This is an optimization exercise on Yosys and OpenROAD, whose aim is small area, not a production implementation.
Function was checked by simulation only, so behaviour that the tests miss may differ from the original.
The flow treats the clock pin as an ideal source, which a real chip does not have.
Power and IR drop assume default switching activity.

### design/flow/config.mk
export PLATFORM = sky130hd
export DESIGN_NAME = regfile_servo_bank
export DESIGN_NICKNAME = regfile_servo_bank
export VERILOG_FILES = /design/flow/design.v
export SDC_FILE = /design/flow/constraint.sdc
export NUM_CORES = 4
export LEC_CHECK = 0
export CAP_MARGIN = 20
export CORE_MARGIN = 2
export CORE_UTILIZATION = 55
export CTS_BUF_LIST = sky130_fd_sc_hd__clkbuf_8
export CTS_CLUSTER_SIZE = 25
export PLACE_DENSITY = 0.7
export SLEW_MARGIN = 20
export SYNTH_HIERARCHICAL = 1
export SYNTH_MINIMUM_KEEP_SIZE = 0
### design/flow/constraint.sdc
create_clock -name core_clock -period 8.0 [get_ports {clock}]
set_input_delay 1.6000 -clock core_clock [delete_from_list [all_inputs] [get_ports {clock}]]
set_output_delay 1.6000 -clock core_clock [all_outputs]
set_load 0.01 [all_outputs]
### design/flow/design.v
module rf_hold (
  input  logic ld,
  input  logic keep,
  input  logic d,
  input  logic q,
  output logic y
);
  assign y = (ld & d) | (keep & q);
endmodule
module rf_aoi222 (
  input  logic [2:0] s,
  input  logic [2:0] v,
  output logic       y_n
);
  assign y_n = !(|(s & v));
endmodule
module rf_nand11 (
  input  logic [10:0] x_n,
  output logic        y
);
  assign y = !(&x_n);
endmodule
module rf_rdbit (
  input  logic [31:0] sel,
  input  logic [31:0] val,
  output logic        y
);
  logic [10:0] g_n;
  for (genvar j = 0; j < 10; j++) begin : g_grp
    rf_aoi222 u_g (.s(sel[3*j +: 3]), .v(val[3*j +: 3]), .y_n(g_n[j]));
  end
  rf_aoi222 u_last (.s({sel[31], sel[31:30]}), .v({val[31], val[31:30]}), .y_n(g_n[10]));
  rf_nand11 u_or (.x_n(g_n), .y(y));
endmodule
module regfile_servo_bank #(
  parameter int NUM_REGS   = 32,
  parameter int DATA_W     = 32,
  parameter int NUM_SERVO  = 6,
  parameter int SERVO_BASE = 1,
  parameter int SERVO_W    = 7,
  parameter int SERVO_MAX  = 127,
  localparam int AW        = $clog2(NUM_REGS)
) (
  input  logic                         clock,
  input  logic                         ctrl_reset,
  input  logic                         ctrl_writeEnable,
  input  logic [AW-1:0]                ctrl_writeReg,
  input  logic [DATA_W-1:0]            data_writeReg,
  input  logic [AW-1:0]                ctrl_readRegA,
  input  logic [AW-1:0]                ctrl_readRegB,
  output logic [DATA_W-1:0]            data_readRegA,
  output logic [DATA_W-1:0]            data_readRegB,
  input  logic                         servo_commit,
  output logic [NUM_SERVO*SERVO_W-1:0] servo_out,
  output logic [NUM_SERVO-1:0]         servo_dirty,
  output logic                         servo_update
);
  localparam logic [SERVO_W-1:0] CLAMP = SERVO_W'(SERVO_MAX);
  logic [NUM_REGS-1:1][DATA_W-1:0] regs_q, regs_d;
  logic [NUM_SERVO*SERVO_W-1:0]    servo_q, servo_d, servo_new;
  logic [NUM_SERVO-1:0]            dirty_q;
  logic                            update_q;
  logic                            wr_ok;
  logic [NUM_REGS-1:1]             wsel;     
  logic [NUM_REGS-1:1]             ld;       
  logic [NUM_REGS-1:1]             keep;     
  logic                            s_ld;     
  logic                            s_keep;   
  assign wr_ok  = ctrl_writeEnable && (ctrl_writeReg != '0);
  assign s_ld   = !ctrl_reset && servo_commit;
  assign s_keep = !ctrl_reset && !servo_commit;
  always_comb begin
    for (int i = 1; i < NUM_REGS; i++) begin
      wsel[i] = wr_ok && (ctrl_writeReg == AW'(i));
      ld[i]   = !ctrl_reset && wsel[i];
      keep[i] = !ctrl_reset && !wsel[i];
    end
  end
  for (genvar i = 1; i < NUM_REGS; i++) begin : g_reg
    for (genvar b = 0; b < DATA_W; b++) begin : g_bit
      rf_hold u_hold (.ld(ld[i]), .keep(keep[i]), .d(data_writeReg[b]), .q(regs_q[i][b]), .y(regs_d[i][b]));
    end
  end
  always_ff @(posedge clock) begin
    regs_q <= regs_d;
  end
  logic          byp_a, byp_b;
  logic [31:0]   sel_a, sel_b;
  assign byp_a = wr_ok && (ctrl_readRegA == ctrl_writeReg);
  assign byp_b = wr_ok && (ctrl_readRegB == ctrl_writeReg);
  always_comb begin
    sel_a[0] = byp_a;
    sel_b[0] = byp_b;
    for (int i = 1; i < NUM_REGS; i++) begin
      sel_a[i] = !byp_a && (ctrl_readRegA == AW'(i));
      sel_b[i] = !byp_b && (ctrl_readRegB == AW'(i));
    end
  end
  for (genvar b = 0; b < DATA_W; b++) begin : g_rd
    logic [31:0] col;
    always_comb begin
      col[0] = data_writeReg[b];
      for (int i = 1; i < NUM_REGS; i++) col[i] = regs_q[i][b];
    end
    rf_rdbit u_rda (.sel(sel_a), .val(col), .y(data_readRegA[b]));
    rf_rdbit u_rdb (.sel(sel_b), .val(col), .y(data_readRegB[b]));
  end
  always_comb begin
    for (int k = 0; k < NUM_SERVO; k++) begin
      servo_new[k*SERVO_W +: SERVO_W] =
        (regs_q[SERVO_BASE + k][SERVO_W-1:0] > CLAMP) ? CLAMP : regs_q[SERVO_BASE + k][SERVO_W-1:0];
    end
  end
  for (genvar j = 0; j < NUM_SERVO*SERVO_W; j++) begin : g_servo
    rf_hold u_hold (.ld(s_ld), .keep(s_keep), .d(servo_new[j]), .q(servo_q[j]), .y(servo_d[j]));
  end
  always_ff @(posedge clock) begin
    servo_q <= servo_d;
  end
  always_ff @(posedge clock) begin
    if (ctrl_reset) begin
      dirty_q  <= '0;
      update_q <= 1'b0;
    end else begin
      update_q <= servo_commit && (|dirty_q);
      for (int k = 0; k < NUM_SERVO; k++) begin
        dirty_q[k] <= (dirty_q[k] && !servo_commit) || wsel[SERVO_BASE + k];
      end
    end
  end
  assign servo_out    = servo_q;
  assign servo_dirty  = dirty_q;
  assign servo_update = update_q;
endmodule
### design/flow/flow/run.sh
#!/bin/bash
# Own flow: the standard layout with smaller port buffers, a clock tree without
# dummy loads, and a power/area recovery pass after clock tree synthesis.
set -euo pipefail
here=$(pwd)
bash standard.sh \
  BUFFER_PORTS_ARGS="-buffer_cell sky130_fd_sc_hd__buf_1" \
  CTS_ARGS="-sink_clustering_enable -repair_clock_nets -dont_use_dummy_load -buf_list sky130_fd_sc_hd__clkbuf_8 -sink_clustering_size 25" \
  POST_CTS_TCL="$here/flow/post_cts.tcl" \
  finish > "$here/standard.log" 2>&1
### design/flow/flow/post_cts.tcl
# Downsize cells on paths with slack to spare, then legalise the placement again.
repair_timing -recover_power 100 -verbose
detailed_placement
check_placement -verbose
### design/flow/standard.sh
#!/bin/bash
# synth_recipe.tcl (not shown) runs the flow's synth.tcl, then flattens the netlist and writes it again
# the make line also repeats each setting of config.mk as NAME=value (left out here)
make -C /OpenROAD-flow-scripts/flow DESIGN_CONFIG=/design/flow/config.mk WORK_HOME=/design/flow/orfs CLKGATE_MAP_FILE= SYNTH_SCRIPT=/design/flow/synth_recipe.tcl "${@:-finish}"
==> results of run 1 <==
-- logic make-up after synthesis --
group,Yosys count
compound gates,1828
simple gates,410
flops,1041
buf+inv,84
xor+xnor,8
-- modules after synthesis (local to each module, per instance), excerpt --
module | times used | cell area (um^2) | flip-flops and latches
rf_hold | 1034 | 8.76 | 0
regfile_servo_bank | 1 | 22700 | 1041
rf_nand11 | 64 | 23.8 | 0
rf_aoi222 | 704 | 10.0 | 0
-- power by group through the flow --
stage	registers (uW)	clock network, uW	logic (uW)
finish	5260	3740	649
global route	5260	3930	634
detailed placement	5370	0	583
global placement	5360	0	571
floorplan	5360	0	206
-- worst register-to-register path, cell delays in order (launching register included) --
cell and delay [ns]:
dfxtp_1 0.32, or4_1 0.51, o31a_1 0.25
-- cell type report --
type | count | area share (%)
Multi-Input combinational cell | 2246 | 43.1
Clock buffer | 165 | 4.83
Tap cell | 959 | 2.55
Sequential cell | 1041 | 44.3
Inverter | 1 | 0.00799
Timing Repair Buffer | 350 | 5.10
Antenna cell | 19 | 0.101
-- cell usage in the layout (no fill, tap or decap), types with 10 or more instances in the layout --
master | Yosys | final
dfxtp_1 | 1041 | 1041
a22o_1 | 1034 | 1034
a222oi_1 | 704 | 704
clkbuf_8 | 0 | 165
buf_1 | 3 | 137
nand4_1 | 130 | 130
buf_4 | 0 | 119
nand3_1 | 75 | 75
or3_1 | 66 | 66
a21oi_4 | 0 | 47
a211oi_4 | 0 | 34
clkbuf_2 | 1 | 34
nand2_1 | 30 | 30
diode_2 | 0 | 19
nor2_4 | 0 | 18
buf_12 | 0 | 17
nor3_2 | 0 | 13
buf_2 | 7 | 12
nor2_2 | 0 | 11
clkbuf_1 | 68 | 11
nor2_1 | 39 | 10
-- layer usage --
metal	wire (um)	up-vias	part of all wire [%]
li1	-	16400	-
met1	65400	20500	33
met2	76200	4834	39
met3	38200	1372	19
met4	15700	10	8.0
met5	463	-	0.24
-- registers in the layout (all words and copies together), names as in the netlist --
| name | count |
|---|---|
| dirty_q | 6 |
| regs_q | 992 |
| servo_q | 42 |
| update_q | 1 |
-- worst min path at each step --
| stage | start | endpoint | slack [ns] |
|---|---|---|---|
| finish | servo_q[0] | servo_q[0] | 0.47 |
| global route | servo_q[22] | servo_q[22] | 0.48 |
| detailed placement | servo_q[37] | servo_q[37] | 0.46 |
| global placement | dirty_q[0] | dirty_q[0] | 0.45 |
| floorplan | regs_q[167] | regs_q[167] | 0.46 |
-- per-stage QoR --
stage / setup WS (ns) / instances / utilization, %
after floorplan: 0.230 / 3371 / -
after global placement: 1.02 / 4564 / 60.7
after detailed placement: 0.855 / 4565 / 60.7
after global routing: 0.164 / 4774 / 64.6
final: 0.130 / 4781 / 64.6
==> flow_metrics.py, run 1 <==
metrics = {
    "synth": {
        "synth_area_mm2": 0.0403,
        "synth-main-ff-cell": "dfxtp_1",
        "yosys.area_share.adder_pct": 0,
        "ys_types": 41,
        "synth_xor_xnor_area_share_pct": 0.174,
        "synth_edf_count": 0,
        "seq_area_frac_synth_pct": 51.7,
        "netlist_top_cells_count": "1041 x dfxtp_1, 1034 x a22o_1, 704 x a222oi_1",
        "avgSynthCellArea_um2": 12.0,
        "synth_largest_area_cell": "dfxtp_1",
        "yosys.area_share.simple_pct": 5.76,
        "ys_ff_latch": 1041,
        "synth_top_family_by_area": "compound AO/OA/AOI/OAI gates",
        "synth.area.mux_share_pct": 0,
        "syn_nets": 3422,
        "async_flop_share_pct": 0,
        "yosysWarnings": 7,
        "yosysMostFrequentCell": "dfxtp_1",
        "synth_top_area_share_pct": 51.7,
        "synth_cells": 3371,
        "synth_compound_area_share_pct": 41.5,
        "synthTopCellsByArea": "dfxtp_1 52%, a22o_1 22%, a222oi_1 17%, nand4_1 2.0%, or3_1 1.0%",
    },
    "critical_path": {
        "critical_path.startpoint": "ctrl_writeReg[1]",
        "path_depth": 11,
        "cp_max_fo": 32,
        "r2r-start": "dirty_q[1]",
        "startpoint_type": "input pin",
        "crit_path_cell_trace": "clkbuf_1 > clkbuf_1 > xor2_1 > nor4_1 > buf_12 > and3_1 > clkbuf_1 > a222oi_1 > nand4_1 > or3_1 > buf_1",
        "cp_slowest_cell": "clkbuf_1",
        "rrSetupSlack_ns": 6.82,
        "crit_buf_inv": 5,
        "path_common_cell": "clkbuf_1",
        "path_class": "in2out",
        "crit_path_end": "data_readRegA[20]",
        "crit_family": "buffers and inverters",
        "rr_worst_depth": 2,
        "cp_slowest_stage_delay_ns": 0.92,
        "r2r-end": "update_q",
        "end_kind": "output port",
        "cp.required_ns": 6.40,
        "arrival_ns": 6.27,
    },
    "finish": {
        "fillers": 5702,
        "drive_gt1_share_pct": 13.2,
        "regArea_mm2": 0.0208,
        "multi_input_area_mm2": 0.0202,
        "nets": 3856,
        "syn_to_final_growth_pct": 16.6,
        "final_area_mm2": 0.0470,
    },
    "global_route": {
        "grt_start_max_net_pins": 65,
        "busiest_layer": "met2",
        "use_met1_pct": 61.4,
        "grt_util_met2_pct": 68.4,
        "grt_pass1_vias": 41200,
        "overflow": 0,
        "gr-usage-met3_pct": 26.1,
        "antenna_found_initial": 16,
        "grt_pass1_wl_um": 278000,
        "grtUsageTotal_pct": 49.8,
    },
    "place": {
        "hpwl_um": 108000,
        "portBuffers": 163,
        "place_area_mm2": 0.0441,
        "gp_congestion": 1.04,
    },
    "drt": {
        "wirelength_um": 196000,
        "drc": 0,
        "dr.pass1.iters": 14,
        "vias_per_cell": 9.03,
        "vias": 43200,
        "wl_per_cell_um": 41.0,
        "ant_nets": 0,
        "drt-initial-drc-count": 12700,
    },
    "die": {
        "num_rows": 99,
        "fp.dieH_um": 275,
        "core_area_mm2": 0.0727,
        "io_pins": 164,
        "die_w_um": 275,
        "die_area_mm2": 0.0755,
        "initial_utilization_pct": 55.4,
    },
    "pwr": {
        "p_seq_share_pct": 54.5,
        "total_power_uw": 9640,
        "power.net_switching_uw": 2490,
        "sw_frac_of_total_pct": 25.8,
        "powerDensity_mw_per_mm2": 205,
        "clock_power_share_pct": 38.7,
        "p_int_uw": 7150,
        "max-vdd-ir-drop_v": 0.000149,
        "p_leak_uw": 0.0167,
        "power_frac_comb_pct": 6.7,
    },
    "sta": {
        "worst_pin_slew_ns": 1.24,
        "finClkSkew_ns": 0.0180,
        "setup_viol": 0,
        "hold_slack_ns": 0.466,
        "rsz0062_at_grt": "no",
        "period_needed_ns": 7.87,
        "slew_headroom_pct": 16.8,
        "finalCritPeriodShare_pct": 98.4,
        "slew_viol_final": 0,
        "fmax_mhz": 127,
        "setup_tns_ns": 0,
        "hold_viol": 0,
    },
    "clock_network": {
        "tritoncts": "yes",
        "clock_sinks": 1041,
        "clock_latency_ns": 0.82,
        "clk_pin_slew_ns": 0.06,
    },
    "run": {
        "cap_violations": 0,
    },
    "outcome": {
        "status": "finished clean",
    },
    "min_path": {
        "hp-class": "reg2reg",
        "hold_depth": 1,
    },
}
==> inputs of run 2 (changes only) <==
==> design/flow/flow/run.sh (replaced) <==
#!/bin/bash
# Own flow: the standard layout with smaller port buffers, a clock tree of larger sink
# clusters without dummy loads, and a power/area recovery pass after clock tree synthesis.
set -euo pipefail
here=$(pwd)
bash standard.sh \
  BUFFER_PORTS_ARGS="-buffer_cell sky130_fd_sc_hd__buf_1" \
  CTS_ARGS="-sink_clustering_enable -repair_clock_nets -dont_use_dummy_load -buf_list sky130_fd_sc_hd__clkbuf_16 -sink_clustering_size 25 -sink_clustering_max_diameter 100" \
  POST_CTS_TCL="$here/flow/post_cts.tcl" \
  finish > "$here/standard.log" 2>&1
==> design/flow/config.mk (replaced) <==
export PLATFORM = sky130hd
export DESIGN_NAME = regfile_servo_bank
export DESIGN_NICKNAME = regfile_servo_bank
export VERILOG_FILES = /design/flow/design.v
export SDC_FILE = /design/flow/constraint.sdc
export NUM_CORES = 4
export LEC_CHECK = 0
export CAP_MARGIN = 10
export CORE_MARGIN = 2
export CORE_UTILIZATION = 50
export PLACE_DENSITY = 0.65
export SLEW_MARGIN = 10
export SYNTH_HIERARCHICAL = 1
export SYNTH_MINIMUM_KEEP_SIZE = 0
==> flow_metrics.py, run 2 <==
metrics = {
    "outcome": {
        "status": "finished clean",
    },
    "critical_path": {
        "rrSetupSlack_ns": 6.81,
        "arrival_ns": 6.21,
        "startpoint_type": "input pin",
        "r2r-end": "update_q",
        "rr_worst_depth": 2,
        "cp_max_fo": 32,
        "cp.required_ns": 6.40,
        "end_kind": "output port",
        "path_class": "in2out",
        "r2r-start": "dirty_q[1]",
    },
    "drt": {
        "drc": 0,
        "dr.pass1.iters": 17,
        "drt-initial-drc-count": 11500,
        "vias": 41300,
        "wl_per_cell_um": 41.6,
        "wirelength_um": 197000,
        "ant_nets": 0,
        "vias_per_cell": 8.71,
    },
    "global_route": {
        "grt_pass1_vias": 39100,
        "grt_start_max_net_pins": 65,
        "antenna_found_initial": 23,
        "grt_pass1_wl_um": 277000,
        "grtUsageTotal_pct": 45.3,
        "overflow": 0,
    },
    "pwr": {
        "clock_power_share_pct": 32.0,
        "p_leak_uw": 0.0161,
        "p_int_uw": 6420,
        "max-vdd-ir-drop_v": 0.000175,
        "power_frac_comb_pct": 7.5,
        "p_seq_share_pct": 60.5,
        "powerDensity_mw_per_mm2": 188,
        "sw_frac_of_total_pct": 26.0,
        "power.net_switching_uw": 2260,
    },
    "die": {
        "core_area_mm2": 0.0802,
        "io_pins": 164,
        "die_area_mm2": 0.0829,
        "fp.dieH_um": 288,
        "die_w_um": 288,
        "initial_utilization_pct": 50.3,
        "num_rows": 104,
    },
    "sta": {
        "worst_pin_slew_ns": 1.42,
        "hold_viol": 0,
        "setup_tns_ns": 0,
        "slew_headroom_pct": 5.20,
        "rsz0062_at_grt": "no",
        "setup_viol": 0,
        "finClkSkew_ns": 0.0197,
        "layout_setup_ws_ns": 0.190,
        "slew_viol_final": 0,
        "finalCritPeriodShare_pct": 97.6,
        "period_needed_ns": 7.81,
        "fmax_mhz": 128,
    },
    "synth": {
        "syn_nets": 3422,
        "synth_xor_xnor_area_share_pct": 0.174,
        "synth_largest_area_cell": "dfxtp_1",
        "synth_compound_area_share_pct": 41.5,
        "async_flop_share_pct": 0,
        "synth_top_family_by_area": "compound AO/OA/AOI/OAI gates",
        "seq_area_frac_synth_pct": 51.7,
        "netlist_top_cells_count": "1041 x dfxtp_1, 1034 x a22o_1, 704 x a222oi_1",
        "yosysWarnings": 7,
        "synth-main-ff-cell": "dfxtp_1",
        "yosysMostFrequentCell": "dfxtp_1",
        "ys_types": 41,
        "yosys.area_share.simple_pct": 5.76,
        "yosys.area_share.adder_pct": 0,
        "synthTopCellsByArea": "dfxtp_1 52%, a22o_1 22%, a222oi_1 17%, nand4_1 2.0%, or3_1 1.0%",
        "synth_cells": 3371,
        "avgSynthCellArea_um2": 12.0,
        "synth_edf_count": 0,
        "synth.area.mux_share_pct": 0,
        "ys_ff_latch": 1041,
        "synth_top_area_share_pct": 51.7,
        "synth_area_mm2": 0.0403,
    },
    "min_path": {
        "hold_depth": 2,
        "min_to": "dirty_q[0]",
        "hp-class": "reg2reg",
        "hold_start": "dirty_q[0]",
    },
    "clock_network": {
        "tritoncts": "yes",
        "clock_latency_ns": 0.64,
        "clk_pin_slew_ns": 0.09,
        "clock_sinks": 1041,
    },
    "finish": {
        "fillers": 6722,
        "top_register": "regs_q",
        "reg.largest.list": "regs_q (992), servo_q (42), dirty_q (6)",
        "regArea_mm2": 0.0208,
        "drive_gt1_share_pct": 10.3,
        "layout_commonest_cell": "dfxtp_1",
        "multi_input_area_mm2": 0.0203,
        "syn_to_final_growth_pct": 14.4,
        "largest_reg_flops": 992,
        "nets": 3726,
        "layout_common_cells": "1041 x dfxtp_1, 1034 x a22o_1, 704 x a222oi_1, 133 x buf_1, 130 x nand4_1",
    },
    "place": {
        "gp_congestion": 1.03,
        "hpwl_um": 116000,
        "portBuffers": 163,
        "dp_slack_ns": 0.951,
    },
    "run": {
        "cap_violations": 0,
    },
}
run 2: power groups by stage:
stage	sequential (uW)	combinational (uW)	clock (uW)
after detailed placement	5370	589	0
final	5250	652	2770
after global placement	5360	578	0
after global routing	5250	646	2930
after floorplan	5360	206	0
run 2: layout make-up:
type | count | share of cell area, %
clock buffer | 48 | 2.61
multi-input combinational | 2246 | 43.9
inverter | 1 | 0.00814
timing repair buffer | 337 | 5.32
antenna | 9 | 0.0488
tap | 1060 | 2.88
sequential | 1041 | 45.2
run 2: kinds of logic after synthesis:
group | Yosys count
compound gates | 1828
xor+xnor | 8
simple gates | 410
buf+inv | 84
flops | 1041
run 2: through the flow:
stage          hold slack [ns]  cell area [um^2]  std cells  power (uW)  util [%]
5_1_grt                  0.491             46100       4733        8830      57.5
3_3_place_gp             0.450             44200       4652        5940      55.2
6_report                 0.470             46100       4742        8670      57.5
3_5_place_dp             0.454             44200       4652        5960      55.2
2_1_floorplan            0.460             40300       3371        5560         -
run 2: worst max-delay path by stage:
stage | from | end | slack [ns] | depth (start not counted)
finish | ctrl_writeReg[2] | data_readRegA[28] | 0.19 | 9
global route | ctrl_writeReg[1] | data_readRegA[28] | 0.18 | 9
detailed placement | ctrl_writeReg[3] | data_readRegB[28] | 0.95 | 9
global placement | ctrl_writeReg[1] | data_readRegB[28] | 1.02 | 9
floorplan | ctrl_readRegB[1] | data_readRegB[0] | 0.23 | 7
run 2: routing by layer:
metal | wire [um] | GRT usage (%)
met5 | 89 | 0
met4 | 15400 | 29.8
met3 | 32300 | 16.2
met2 | 79800 | 64.1
met1 | 69600 | 58.0
run 2: worst max-delay path, stage by stage:
cell,delay (ns)
clkbuf_1,0.59
or4_1,0.30
and2_4,0.80
a211oi_2,0.39
clkbuf_2,0.57
a222oi_1,0.85
nand4_1,0.44
or3_1,0.48
buf_1,0.14
run 2: per-module statistics from Yosys, one instance, submodules excluded, a selection:
module,cells inside,flops+latches
rf_hold,1,0
rf_aoi222,1,0
rf_nand11,4,0
regfile_servo_bank,1377,1041
==> inputs of run 3 (changes only) <==
--- a/design/flow/config.mk
+++ b/design/flow/config.mk
@@ -5,10 +5,10 @@
 export SDC_FILE = /design/flow/constraint.sdc
 export NUM_CORES = 4
 export LEC_CHECK = 0
-export CAP_MARGIN = 10
+export CAP_MARGIN = 3
 export CORE_MARGIN = 2
 export CORE_UTILIZATION = 50
 export PLACE_DENSITY = 0.65
-export SLEW_MARGIN = 10
+export SLEW_MARGIN = 3
 export SYNTH_HIERARCHICAL = 1
 export SYNTH_MINIMUM_KEEP_SIZE = 0
==> flow_metrics.py, run 3 <==
metrics = {
    "finish": {
        "final_area_mm2": 0.0459,
        "layout_commonest_cell": "dfxtp_1",
        "drive_gt1_share_pct": 10.1,
        "nets": 3722,
        "layout_common_cells": "1041 x dfxtp_1, 1034 x a22o_1, 704 x a222oi_1, 131 x buf_1, 130 x nand4_1",
        "top_register": "regs_q",
        "syn_to_final_growth_pct": 14.0,
        "largest_reg_flops": 992,
        "reg.largest.list": "regs_q (992), servo_q (42), dirty_q (6)",
        "fillers": 6701,
    },
    "place": {
        "portBuffers": 163,
        "dp_slack_ns": 0.974,
        "place_area_mm2": 0.0442,
        "hpwl_um": 116000,
        "gp_congestion": 1.03,
    },
    "global_route": {
        "antenna_found_initial": 29,
        "use_met1_pct": 57.9,
        "busiest_layer": "met2",
        "gr-usage-met3_pct": 16.7,
        "grtUsageTotal_pct": 45.3,
        "grt_util_met2_pct": 64.4,
        "overflow": 0,
        "grt_start_max_net_pins": 65,
        "grt_pass1_vias": 39100,
        "grt_pass1_wl_um": 277000,
    },
    "outcome": {
        "so.violations": "capacitance limit, slew limit",
        "status": "finished with violations",
    },
    "min_path": {
        "hold_start": "dirty_q[0]",
        "hp-class": "reg2reg",
        "hold_depth": 2,
        "min_to": "dirty_q[0]",
    },
    "clock_network": {
        "clk_pin_slew_ns": 0.10,
        "clock_latency_ns": 0.65,
        "clock_sinks": 1041,
        "tritoncts": "yes",
    },
    "synth": {
        "synthTopCellsByArea": "dfxtp_1 52%, a22o_1 22%, a222oi_1 17%, nand4_1 2.0%, or3_1 1.0%",
        "ys_types": 41,
        "yosysMostFrequentCell": "dfxtp_1",
        "async_flop_share_pct": 0,
        "synth_top_area_share_pct": 51.7,
        "yosysWarnings": 7,
        "ys_ff_latch": 1041,
        "synth_largest_area_cell": "dfxtp_1",
        "synth_cells": 3371,
        "seq_area_frac_synth_pct": 51.7,
        "synth_area_mm2": 0.0403,
        "synth-main-ff-cell": "dfxtp_1",
        "synth_edf_count": 0,
        "netlist_top_cells_count": "1041 x dfxtp_1, 1034 x a22o_1, 704 x a222oi_1",
        "syn_nets": 3422,
        "avgSynthCellArea_um2": 12.0,
    },
    "sta": {
        "setup_tns_ns": 0,
        "finalCritPeriodShare_pct": 91.7,
        "fmax_mhz": 136,
        "hold_viol": 0,
        "rsz0062_at_grt": "no",
        "slew_headroom_pct": -1.21,
        "finClkSkew_ns": 0.0193,
        "period_needed_ns": 7.34,
        "setup_viol": 0,
        "layout_setup_ws_ns": 0.662,
        "slew_viol_final": 22,
        "worst_pin_slew_ns": 1.51,
    },
    "critical_path": {
        "crit_buf_inv": 3,
        "cp_slowest_cell": "and2_4",
        "end_kind": "output port",
        "cp_max_fo": 32,
        "startpoint_type": "input pin",
        "crit_path_cell_trace": "clkbuf_1 > or4_4 > and2_4 > a211oi_4 > buf_4 > a222oi_1 > nand4_1 > or3_1 > buf_1",
        "arrival_ns": 5.74,
        "cp.required_ns": 6.40,
        "r2r-end": "update_q",
        "path_class": "in2out",
        "cp_slowest_stage_delay_ns": 0.78,
        "rr_worst_depth": 2,
        "r2r-start": "dirty_q[1]",
        "rrSetupSlack_ns": 6.80,
        "crit_family": "simple AND/OR/NAND/NOR gates",
    },
    "drt": {
        "drt-initial-drc-count": 11400,
        "vias": 41300,
        "wl_per_cell_um": 41.6,
        "wirelength_um": 197000,
        "drc": 0,
        "dr.pass1.iters": 14,
        "vias_per_cell": 8.72,
        "ant_nets": 0,
    },
    "pwr": {
        "p_leak_uw": 0.0161,
        "powerDensity_mw_per_mm2": 189,
        "max-vdd-ir-drop_v": 0.000155,
    },
    "die": {
        "io_pins": 164,
        "die_area_mm2": 0.0829,
        "fp.dieH_um": 288,
        "num_rows": 104,
        "initial_utilization_pct": 50.3,
        "die_w_um": 288,
        "core_area_mm2": 0.0802,
    },
    "run": {
        "cap_violations": 1,
    },
}
run 3: cell count changes in the layout (fill, tap and decap cells not counted), sizes merged:
cell	before	now
buf	286	282
diode	9	5
run 3: cell families (layout without fill, tap and decap cells):
family                 Yosys count  count (layout)  synth area share, %
buffers and inverters           84             382                0.882
AND/OR/NAND/NOR                410             410                 5.76
other                            0               5                    0
XOR/XNOR                         8               8                0.174
flip-flops                    1041            1041                 51.7
AO/OA/AOI/OAI                 1828            1828                 41.5
run 3: Yosys stat by module, one instance, submodules excluded, excerpt:
module / cell area [um^2] / copies in the design / cells inside / flops+latches
rf_nand11: 23.8 / 64 / 4 / 0
regfile_servo_bank: 22700 / 1 / 1377 / 1041
rf_hold: 8.76 / 1034 / 1 / 0
rf_aoi222: 10.0 / 704 / 1 / 0
run 3: through the flow:
stage          cells  hold slack [ns]  utilization, %  total power (uW)
3_3_place_gp    4652            0.450            55.2              5940
3_5_place_dp    4652            0.452            55.2              5950
6_report        4734            0.475            57.3              8660
2_1_floorplan   3371            0.460               -              5560
5_1_grt         4729            0.492            57.3              8810
run 3: cell type report:
type	count	area, um^2	share of cell area (%)
Sequential cell	1041	20800	45.4
Inverter	1	3.75	0.00817
Multi-Input combinational cell	2246	20200	44.0
Tap cell	1060	1330	2.89
Timing Repair Buffer	333	2340	5.09
Antenna cell	5	12.5	0.0272
Clock buffer	48	1200	2.62
run 3: worst reg2reg max path, stage by stage, from the launching register on:
cell and delay [ns]:
dfxtp_1 0.33, or4_1 0.52, o31a_1 0.25
run 3: worst max path at each step:
stage,from,slack [ns],endpoint,depth (start not counted)
2_1_floorplan,ctrl_readRegB[1],0.23,data_readRegB[0],7
3_3_place_gp,ctrl_writeReg[1],1.02,data_readRegB[28],9
3_5_place_dp,ctrl_writeReg[1],0.97,data_readRegA[16],9
5_1_grt,ctrl_writeReg[1],0.67,data_readRegA[16],9
6_report,ctrl_writeReg[1],0.66,data_readRegA[21],9
run 3: power breakdown:
| part | internal, uW | switching [uW] | leakage, uW | total (uW) |
|---|---|---|---|---|
| Clock | 1080 | 1690 | 0.000592 | 2770 |
| Sequential | 5220 | 32.8 | 0.00839 | 5250 |
| Combinational | 122 | 523 | 0.00707 | 645 |
run 3: routing by layer:
layer	wire [um]	part of all wire, %
met1	68900	35
met2	79700	40
met3	33300	17
met4	14900	7.6
met5	142	0.072
==> inputs of run 4 (changes only) <==
--- a/design/flow/flow/run.sh
+++ b/design/flow/flow/run.sh
@@ -1,6 +1,6 @@
 #!/bin/bash
 # Own flow: the standard layout with smaller port buffers, a clock tree of larger sink
-# clusters without dummy loads, and a power/area recovery pass after clock tree synthesis.
+# clusters without dummy loads, and power/area recovery passes after clock tree synthesis.
 set -euo pipefail
 here=$(pwd)
 bash standard.sh \
==> design/flow/flow/downsize.tcl (new file) <==
# Greedy area recovery: try each oversized combinational cell at smaller drive strengths,
# keeping a change only while setup/hold slack, slew and capacitance limits still hold.
proc ds_pin_slew_ok { inst lim } {
  foreach it [$inst getITerms] {
    set n [$it getNet]
    if { $n eq "NULL" } { continue }
    if { [$n getSigType] ne "SIGNAL" } { continue }
    foreach it2 [$n getITerms] {
      set pn "[[$it2 getInst] getName]/[[$it2 getMTerm] getName]"
      set p [get_pins -quiet $pn]
      if { $p eq "" } { continue }
      if { [get_property $p slew_max] > $lim } { return 0 }
    }
  }
  return 1
}
set db [ord::get_db]
set block [ord::get_db_block]
set setup_m 0.35e-9
set slew_lim 1.1
set ws0 [sta::worst_slack_cmd max]
set wh0 [sta::worst_slack_cmd min]
set sv0 [sta::max_slew_violation_count]
set cv0 [sta::max_capacitance_violation_count]
set smin [expr {min($ws0, $setup_m)}]
set hmin [expr {min($wh0, 0.0)}]
puts "downsize: start area [rsz::design_area] ws $ws0 wh $wh0 slewv $sv0 capv $cv0"
set cand {}
foreach inst [$block getInsts] {
  set m [$inst getMaster]
  set mn [$m getName]
  if { ![regexp {^(sky130_fd_sc_hd__[a-z0-9]+)_([0-9]+)$} $mn -> base sz] } { continue }
  if { [regexp {dfxtp|tap|diode|conb|fill|decap|dly} $base] } { continue }
  set clk 0
  foreach it [$inst getITerms] {
    set n [$it getNet]
    if { $n ne "NULL" && [$n getSigType] eq "CLOCK" } { set clk 1 }
  }
  if { $clk } { continue }
  if { [string match clkbuf_* [$inst getName]] } { continue }
  lappend cand [list $inst $base $sz [expr {[$m getWidth]}]]
}
set cand [lsort -integer -decreasing -index 3 $cand]
set nchg 0
foreach c $cand {
  lassign $c inst base sz w
  set orig [[$inst getMaster] getName]
  set iname [$inst getName]
  set ok_slew0 [ds_pin_slew_ok $inst 1e9]
  foreach s {0 1 2 3 4 6 8 12} {
    if { $s >= $sz } { break }
    set nm "${base}_$s"
    set nmaster [$db findMaster $nm]
    if { $nmaster eq "NULL" } { continue }
    if { [$nmaster getWidth] >= [[$inst getMaster] getWidth] } { continue }
    replace_cell $iname $nm
    set good 1
    if { [sta::worst_slack_cmd max] < $smin } { set good 0 }
    if { $good && [sta::worst_slack_cmd min] < $hmin } { set good 0 }
    if { $good && [sta::max_slew_violation_count] > $sv0 } { set good 0 }
    if { $good && [sta::max_capacitance_violation_count] > $cv0 } { set good 0 }
    if { $good && ![ds_pin_slew_ok $inst $slew_lim] } { set good 0 }
    if { $good } { incr nchg; break }
    replace_cell $iname $orig
  }
}
puts "downsize: changed $nchg cells, area [rsz::design_area] ws [sta::worst_slack_cmd max] wh [sta::worst_slack_cmd min] slewv [sta::max_slew_violation_count] capv [sta::max_capacitance_violation_count]"
==> design/flow/flow/post_cts.tcl (replaced) <==
# Downsize cells on paths with slack to spare, then recover more area greedily
# (flow/downsize.tcl), then legalise the placement again.
repair_timing -recover_power 100 -slack_margin 0.35 -verbose
source [file join [file dirname [info script]] downsize.tcl]
estimate_parasitics -placement
detailed_placement
check_placement -verbose
--- a/design/flow/config.mk
+++ b/design/flow/config.mk
@@ -5,10 +5,11 @@
 export SDC_FILE = /design/flow/constraint.sdc
 export NUM_CORES = 4
 export LEC_CHECK = 0
-export CAP_MARGIN = 3
+export CAP_MARGIN = 10
 export CORE_MARGIN = 2
 export CORE_UTILIZATION = 50
 export PLACE_DENSITY = 0.65
-export SLEW_MARGIN = 3
+export SETUP_SLACK_MARGIN = 0.3
+export SLEW_MARGIN = 10
 export SYNTH_HIERARCHICAL = 1
 export SYNTH_MINIMUM_KEEP_SIZE = 0
==> flow_metrics.py, run 4 <==
metrics = {
    "global_route": {
        "overflow": 0,
        "antenna_found_initial": 20,
        "grt_start_max_net_pins": 65,
        "grt_pass1_wl_um": 284000,
        "grt_pass1_vias": 40000,
        "grtUsageTotal_pct": 46.6,
    },
    "drt": {
        "vias": 42300,
        "drc": 0,
        "drt-initial-drc-count": 11300,
        "ant_nets": 0,
        "dr.pass1.iters": 23,
        "vias_per_cell": 8.89,
        "wl_per_cell_um": 42.7,
        "wirelength_um": 203000,
    },
    "sta": {
        "hold_viol": 0,
        "rsz0062_at_grt": "no",
        "slew_viol_final": 0,
        "finalCritPeriodShare_pct": 95.4,
        "finClkSkew_ns": 0.0450,
        "hold_slack_ns": 0.478,
        "period_needed_ns": 7.64,
        "setup_viol": 0,
        "fmax_mhz": 131,
        "slew_headroom_pct": 4.38,
        "layout_setup_ws_ns": 0.365,
        "worst_pin_slew_ns": 1.43,
        "setup_tns_ns": 0,
    },
    "finish": {
        "top_register": "regs_q",
        "instances_no_fill": 4759,
        "fillers": 6870,
        "layout_commonest_cell": "dfxtp_1",
        "final_area_mm2": 0.0450,
        "drive_gt1_share_pct": 7.72,
        "nets": 3746,
        "largest_reg_flops": 992,
        "syn_to_final_growth_pct": 11.7,
        "reg.largest.list": "regs_q (992), servo_q (42), dirty_q (6)",
        "layout_common_cells": "1041 x dfxtp_1, 1034 x a22o_1, 704 x a222oi_1, 160 x buf_1, 130 x nand4_1",
    },
    "critical_path": {
        "path_class": "in2out",
        "cp_max_fo": 32,
        "rrSetupSlack_ns": 6.79,
        "startpoint_type": "input pin",
        "end_kind": "output port",
        "cp.required_ns": 6.40,
        "arrival_ns": 6.04,
    },
    "die": {
        "initial_utilization_pct": 50.3,
        "die_area_mm2": 0.0829,
        "fp.dieH_um": 288,
        "io_pins": 164,
        "die_w_um": 288,
        "core_area_mm2": 0.0802,
        "num_rows": 104,
    },
    "run": {
        "cap_violations": 0,
    },
    "synth": {
        "ys_types": 41,
        "synth_area_mm2": 0.0403,
        "synth.area.mux_share_pct": 0,
        "seq_area_frac_synth_pct": 51.7,
        "ys_ff_latch": 1041,
        "synth_top_area_share_pct": 51.7,
        "synth_xor_xnor_area_share_pct": 0.174,
        "async_flop_share_pct": 0,
        "synth_cells": 3371,
        "syn_nets": 3422,
        "synth-main-ff-cell": "dfxtp_1",
        "avgSynthCellArea_um2": 12.0,
        "synthTopCellsByArea": "dfxtp_1 52%, a22o_1 22%, a222oi_1 17%, nand4_1 2.0%, or3_1 1.0%",
        "yosysWarnings": 7,
        "yosys.area_share.simple_pct": 5.76,
        "netlist_top_cells_count": "1041 x dfxtp_1, 1034 x a22o_1, 704 x a222oi_1",
        "yosysMostFrequentCell": "dfxtp_1",
        "synth_edf_count": 0,
        "synth_compound_area_share_pct": 41.5,
        "synth_largest_area_cell": "dfxtp_1",
        "synth_top_family_by_area": "compound AO/OA/AOI/OAI gates",
        "yosys.area_share.adder_pct": 0,
    },
    "clock_network": {
        "clk_pin_slew_ns": 0.08,
        "clock_latency_ns": 0.66,
        "tritoncts": "yes",
        "clock_sinks": 1041,
    },
    "pwr": {
        "powerDensity_mw_per_mm2": 191,
        "p_leak_uw": 0.0159,
        "max-vdd-ir-drop_v": 0.000179,
    },
    "place": {
        "place_area_mm2": 0.0443,
        "portBuffers": 163,
        "gp_congestion": 1.02,
        "hpwl_um": 120000,
        "dp_slack_ns": 0.992,
        "placed_cells": 4668,
    },
    "outcome": {
        "status": "finished clean",
    },
    "min_path": {
        "hp-class": "reg2reg",
    },
}
==> run 4: cell counts after synthesis <==
No cell type changed its count.
==> run 4: report_power, final <==
part           total, uW  switching (uW)  internal, uW
registers           5250            32.5          5220
clock network       2760            1680          1080
logic                598             505          92.7
total               8610            2220          6390
==> run 4: cell families (layout without fill, tap and decap cells) <==
logic type	after synthesis	count (layout)
other	0	6
AOI/OAI and AO/OA	1828	1828
DFF	1041	1041
xor gates and xnor gates	8	8
and+or+nand+nor	410	410
buffers and inverters	84	406
==> run 4: through the flow <==
step / utilization (%) / power (uW)
after floorplan: - / 5560
after global placement: 55.3 / 5940
after detailed placement: 55.3 / 5960
after global routing: 56.1 / 8760
final: 56.2 / 8610
==> run 4: per-module statistics from Yosys, one instance, submodules excluded, excerpt <==
module | cells | area (um^2)
rf_hold | 1 | 8.76
regfile_servo_bank | 1377 | 22700
rf_nand11 | 4 | 23.8
rf_aoi222 | 1 | 10.0
==> run 4: path summary, 6_finish.rpt <==
path / startpoint / to / cells after the start
worst max-delay path: ctrl_writeReg[0] / data_readRegA[28] / 9
worst min-delay path: dirty_q[1] / dirty_q[1] / 2
worst max register to register: dirty_q[3] / update_q / 2
worst min register to register: dirty_q[1] / dirty_q[1] / 2
==> run 4: routing by layer <==
| layer | track usage (%) | vias to the layer above | wire [um] |
|---|---|---|---|
| met5 | 0 | - | 140 |
| met4 | 33.6 | 24 | 18000 |
| met3 | 19.3 | 1138 | 35700 |
| met2 | 64.2 | 4483 | 80200 |
| met1 | 58.2 | 20400 | 69000 |
| li1 | - | 16200 | - |
==> run 4: layout make-up <==
type	instances	area [um^2]	area share [%]
Antenna cell	6	15.0	0.0334
Multi-Input combinational cell	2246	19500	43.3
Sequential cell	1041	20800	46.3
Tap cell	1060	1330	2.95
Inverter	1	3.75	0.00834
Timing Repair Buffer	357	2160	4.79
Clock buffer	48	1200	2.67
==> run 4: worst max-delay path, stage by stage <==
cell	delay, ns
clkbuf_2	0.25
or4_1	0.64
and2_4	0.36
a211oi_4	1.21
buf_1	0.90
a222oi_1	0.29
nand4_1	0.35
or3_1	0.20
buf_1	0.18
==> inputs of run 5 (changes only) <==
--- a/design/flow/flow/downsize.tcl
+++ b/design/flow/flow/downsize.tcl
@@ -16,7 +16,7 @@
 }
 set db [ord::get_db]
 set block [ord::get_db_block]
-set setup_m 0.35e-9
+set setup_m 0.55e-9
 set slew_lim 1.1
 set ws0 [sta::worst_slack_cmd max]
 set wh0 [sta::worst_slack_cmd min]
==> design/flow/flow/post_cts.tcl (replaced) <==
# Downsize cells on paths with slack to spare, then recover more area greedily
# (flow/downsize.tcl), then legalise the placement again.
repair_timing -recover_power 100 -slack_margin 0.55 -verbose
source [file join [file dirname [info script]] downsize.tcl]
estimate_parasitics -placement
detailed_placement
check_placement -verbose
==> design/flow/config.mk (replaced) <==
export PLATFORM = sky130hd
export DESIGN_NAME = regfile_servo_bank
export DESIGN_NICKNAME = regfile_servo_bank
export VERILOG_FILES = /design/flow/design.v
export SDC_FILE = /design/flow/constraint.sdc
export NUM_CORES = 4
export LEC_CHECK = 0
export CAP_MARGIN = 15
export CORE_MARGIN = 2
export CORE_UTILIZATION = 50
export PLACE_DENSITY = 0.65
export SETUP_SLACK_MARGIN = 0.5
export SLEW_MARGIN = 15
export SYNTH_HIERARCHICAL = 1
export SYNTH_MINIMUM_KEEP_SIZE = 0
==> flow_metrics.py, run 5 <==
metrics = {
    "finish": {
        "layout_common_cells": "1041 x dfxtp_1, 1034 x a22o_1, 704 x a222oi_1, 158 x buf_1, 130 x nand4_1",
        "instances_no_fill": 4764,
        "final_area_mm2": 0.0451,
        "drive_gt1_share_pct": 7.87,
        "top_register": "regs_q",
        "reg.largest.list": "regs_q (992), servo_q (42), dirty_q (6)",
        "syn_to_final_growth_pct": 11.8,
        "layout_commonest_cell": "dfxtp_1",
        "largest_reg_flops": 992,
        "nets": 3749,
    },
    "die": {
        "initial_utilization_pct": 50.3,
        "core_area_mm2": 0.0802,
        "num_rows": 104,
        "die_w_um": 288,
        "fp.dieH_um": 288,
        "io_pins": 164,
        "die_area_mm2": 0.0829,
    },
    "critical_path": {
        "arrival_ns": 6.06,
        "cp.required_ns": 6.40,
        "crit_family": "simple AND/OR/NAND/NOR gates",
        "rrSetupSlack_ns": 6.79,
        "cp_slowest_cell": "a211oi_4",
        "path_class": "in2out",
        "path_common_cell": "buf_1",
        "r2r-start": "dirty_q[3]",
        "r2r-end": "update_q",
        "rr_worst_depth": 2,
        "crit_buf_inv": 3,
        "crit_path_cell_trace": "clkbuf_2 > or4_1 > and2_4 > a211oi_4 > buf_1 > a222oi_1 > nand4_1 > or3_1 > buf_1",
        "cp_max_fo": 32,
        "end_kind": "output port",
        "startpoint_type": "input pin",
        "cp_slowest_stage_delay_ns": 1.21,
    },
    "sta": {
        "slew_headroom_pct": 6.86,
        "fmax_mhz": 131,
        "setup_viol": 0,
        "slew_viol_final": 0,
        "finalCritPeriodShare_pct": 95.8,
        "rsz0062_at_grt": "yes",
        "period_needed_ns": 7.66,
        "setup_tns_ns": 0,
        "worst_pin_slew_ns": 1.39,
        "finClkSkew_ns": 0.0379,
        "hold_viol": 0,
    },
    "synth": {
        "ys_types": 41,
        "yosysWarnings": 7,
        "netlist_top_cells_count": "1041 x dfxtp_1, 1034 x a22o_1, 704 x a222oi_1",
        "synth-main-ff-cell": "dfxtp_1",
        "synth_top_area_share_pct": 51.7,
        "syn_nets": 3422,
        "ys_ff_latch": 1041,
        "synthTopCellsByArea": "dfxtp_1 52%, a22o_1 22%, a222oi_1 17%, nand4_1 2.0%, or3_1 1.0%",
        "seq_area_frac_synth_pct": 51.7,
        "synth_edf_count": 0,
        "synth_cells": 3371,
        "async_flop_share_pct": 0,
        "avgSynthCellArea_um2": 12.0,
        "synth_largest_area_cell": "dfxtp_1",
        "synth_area_mm2": 0.0403,
        "yosysMostFrequentCell": "dfxtp_1",
    },
    "drt": {
        "vias_per_cell": 8.92,
        "drc": 0,
        "dr.pass1.iters": 20,
        "vias": 42500,
        "wl_per_cell_um": 42.7,
        "ant_nets": 0,
        "wirelength_um": 204000,
        "drt-initial-drc-count": 11000,
    },
    "pwr": {
        "powerDensity_mw_per_mm2": 191,
        "max-vdd-ir-drop_v": 0.000179,
        "p_leak_uw": 0.0159,
    },
    "clock_network": {
        "clk_pin_slew_ns": 0.08,
        "clock_latency_ns": 0.65,
        "clock_sinks": 1041,
        "tritoncts": "yes",
    },
    "place": {
        "placed_cells": 4668,
        "hpwl_um": 120000,
        "portBuffers": 163,
        "place_area_mm2": 0.0443,
        "gp_congestion": 1.02,
    },
    "global_route": {
        "antenna_found_initial": 20,
        "grt_pass1_vias": 40000,
        "grtUsageTotal_pct": 46.6,
        "grt_pass1_wl_um": 284000,
        "grt_start_max_net_pins": 65,
        "overflow": 0,
    },
    "run": {
        "cap_violations": 0,
    },
    "min_path": {
        "hold_depth": 2,
        "hp-class": "reg2reg",
        "hold_start": "dirty_q[1]",
        "min_to": "dirty_q[1]",
    },
    "outcome": {
        "status": "finished clean",
    },
}
==> run 5: cell counts after synthesis <==
No cell type changed its count.
==> run 5: how the worst max path moves through the flow <==
stage,startpoint,endpoint,slack [ns],cells after the start
after floorplan,ctrl_writeReg[1],data_readRegA[0],1.36,9
after global placement,ctrl_writeReg[0],data_readRegA[12],1.04,9
after detailed placement,ctrl_writeReg[0],data_readRegA[12],0.99,9
after global routing,ctrl_readRegB[0],data_readRegB[28],0.44,10
final,ctrl_writeReg[0],data_readRegA[28],0.34,9
==> run 5: report_power, final <==
part,switching (uW),leakage (uW),internal [uW],total [uW]
registers,32.5,0.00839,5220,5250
logic,505,0.00696,93.0,598
clock network,1680,0.000592,1080,2760
total,2220,0.0159,6390,8610
==> run 5: final cells by class <==
type / count / area [um^2]
Sequential cell: 1041 / 20800
Fill cell: 6860 / 35100
Antenna cell: 8 / 20.0
Multi-Input combinational cell: 2246 / 19500
Tap cell: 1060 / 1330
Clock buffer: 48 / 1200
Inverter: 1 / 3.75
Timing Repair Buffer: 360 / 2200
==> run 5: cells by family (layout without fill, tap and decap cells) <==
| group | after synthesis | after routing | synth area share, % |
|---|---|---|---|
| buffers and inverters | 84 | 409 | 0.882 |
| DFF | 1041 | 1041 | 51.7 |
| and+or+nand+nor | 410 | 410 | 5.76 |
| other | 0 | 8 | 0 |
| AOI/OAI and AO/OA | 1828 | 1828 | 41.5 |
| xor gates and xnor gates | 8 | 8 | 0.174 |
==> run 5: tightest hold or removal path, stage by stage, from the launching register on <==
cell	delay, ns
dfxtp_1	0.33
nand2_1	0.05
o21ai_0	0.06
==> run 5: Yosys stat by module (local to each module, per instance), excerpt <==
module              flip-flops and latches  cells
rf_aoi222                                0      1
regfile_servo_bank                    1041   1377
rf_nand11                                0      4
rf_hold                                  0      1
==> run 5: per-stage QoR <==
stage | setup WS (ns) | utilization, % | hold WS (ns) | total power (uW)
after floorplan | 1.36 | - | 0.460 | 5560
after global placement | 1.04 | 55.3 | 0.453 | 5940
after detailed placement | 0.992 | 55.3 | 0.451 | 5960
after global routing | 0.436 | 56.2 | 0.492 | 8760
final | 0.338 | 56.2 | 0.478 | 8610
==> run 5: metal layers <==
metal  wire length [um]  GRT usage (%)  part of all wire, %  vias up
met5                129              0                0.063        -
met4              17200           33.6                  8.5       22
met3              35600           19.3                   17     1084
met2              81000           64.2                   40     4500
met1              69700           58.2                   34    20700
li1                   -              -                    -    16200

## separate check: timing with driven ports
How much do the figures lean on ideal ports? The routed layouts below were timed once more, with nothing changed but the port constraints. Step 1 (the two cells are an assumption about what drives the block):
set clk [get_ports {clock}]
set_driving_cell -lib_cell sky130_fd_sc_hd__clkbuf_16 $clk
set_driving_cell -lib_cell sky130_fd_sc_hd__buf_2 [delete_from_list [all_inputs] $clk]
Step 2 adds t to the input delays and takes it off the output delays; t is the mean of the earliest and latest rising clock arrival at the registers after step 1. Input paths then give back, and output paths get back, about the clock's delay inside the block. Slacks: ideal ports / drivers / drivers and shift; pairs: ideal ports / drivers.
| run | t, ns | slack for setup (ns) | hold slack, ns | worst data-port slew with drivers (ns) | cell pins on the clock port's net |
|---|---|---|---|---|---|
| run 1 | 0.880 | 0.130 / 0.104 / 0.104 | 0.466 / 0.466 / 0.466 | 0.12 | 1 |
| run 2 | 0.712 | 0.190 / 0.165 / 0.165 | 0.470 / 0.470 / 0.470 | 0.12 | 1 |
| run 3 | 0.706 | 0.662 / 0.634 / 0.634 | 0.475 / 0.475 / 0.475 | 0.12 | 1 |
| run 4 | 0.697 | 0.365 / 0.293 / 0.293 | 0.478 / 0.478 / 0.478 | 0.19 | 1 |
| run 5 | 0.694 | 0.338 / 0.315 / 0.315 | 0.478 / 0.478 / 0.478 | 0.20 | 1 |
For run 4, which loses most, drivers alone change the setup slack by -0.072 ns; drivers and shift together by -0.072 ns.
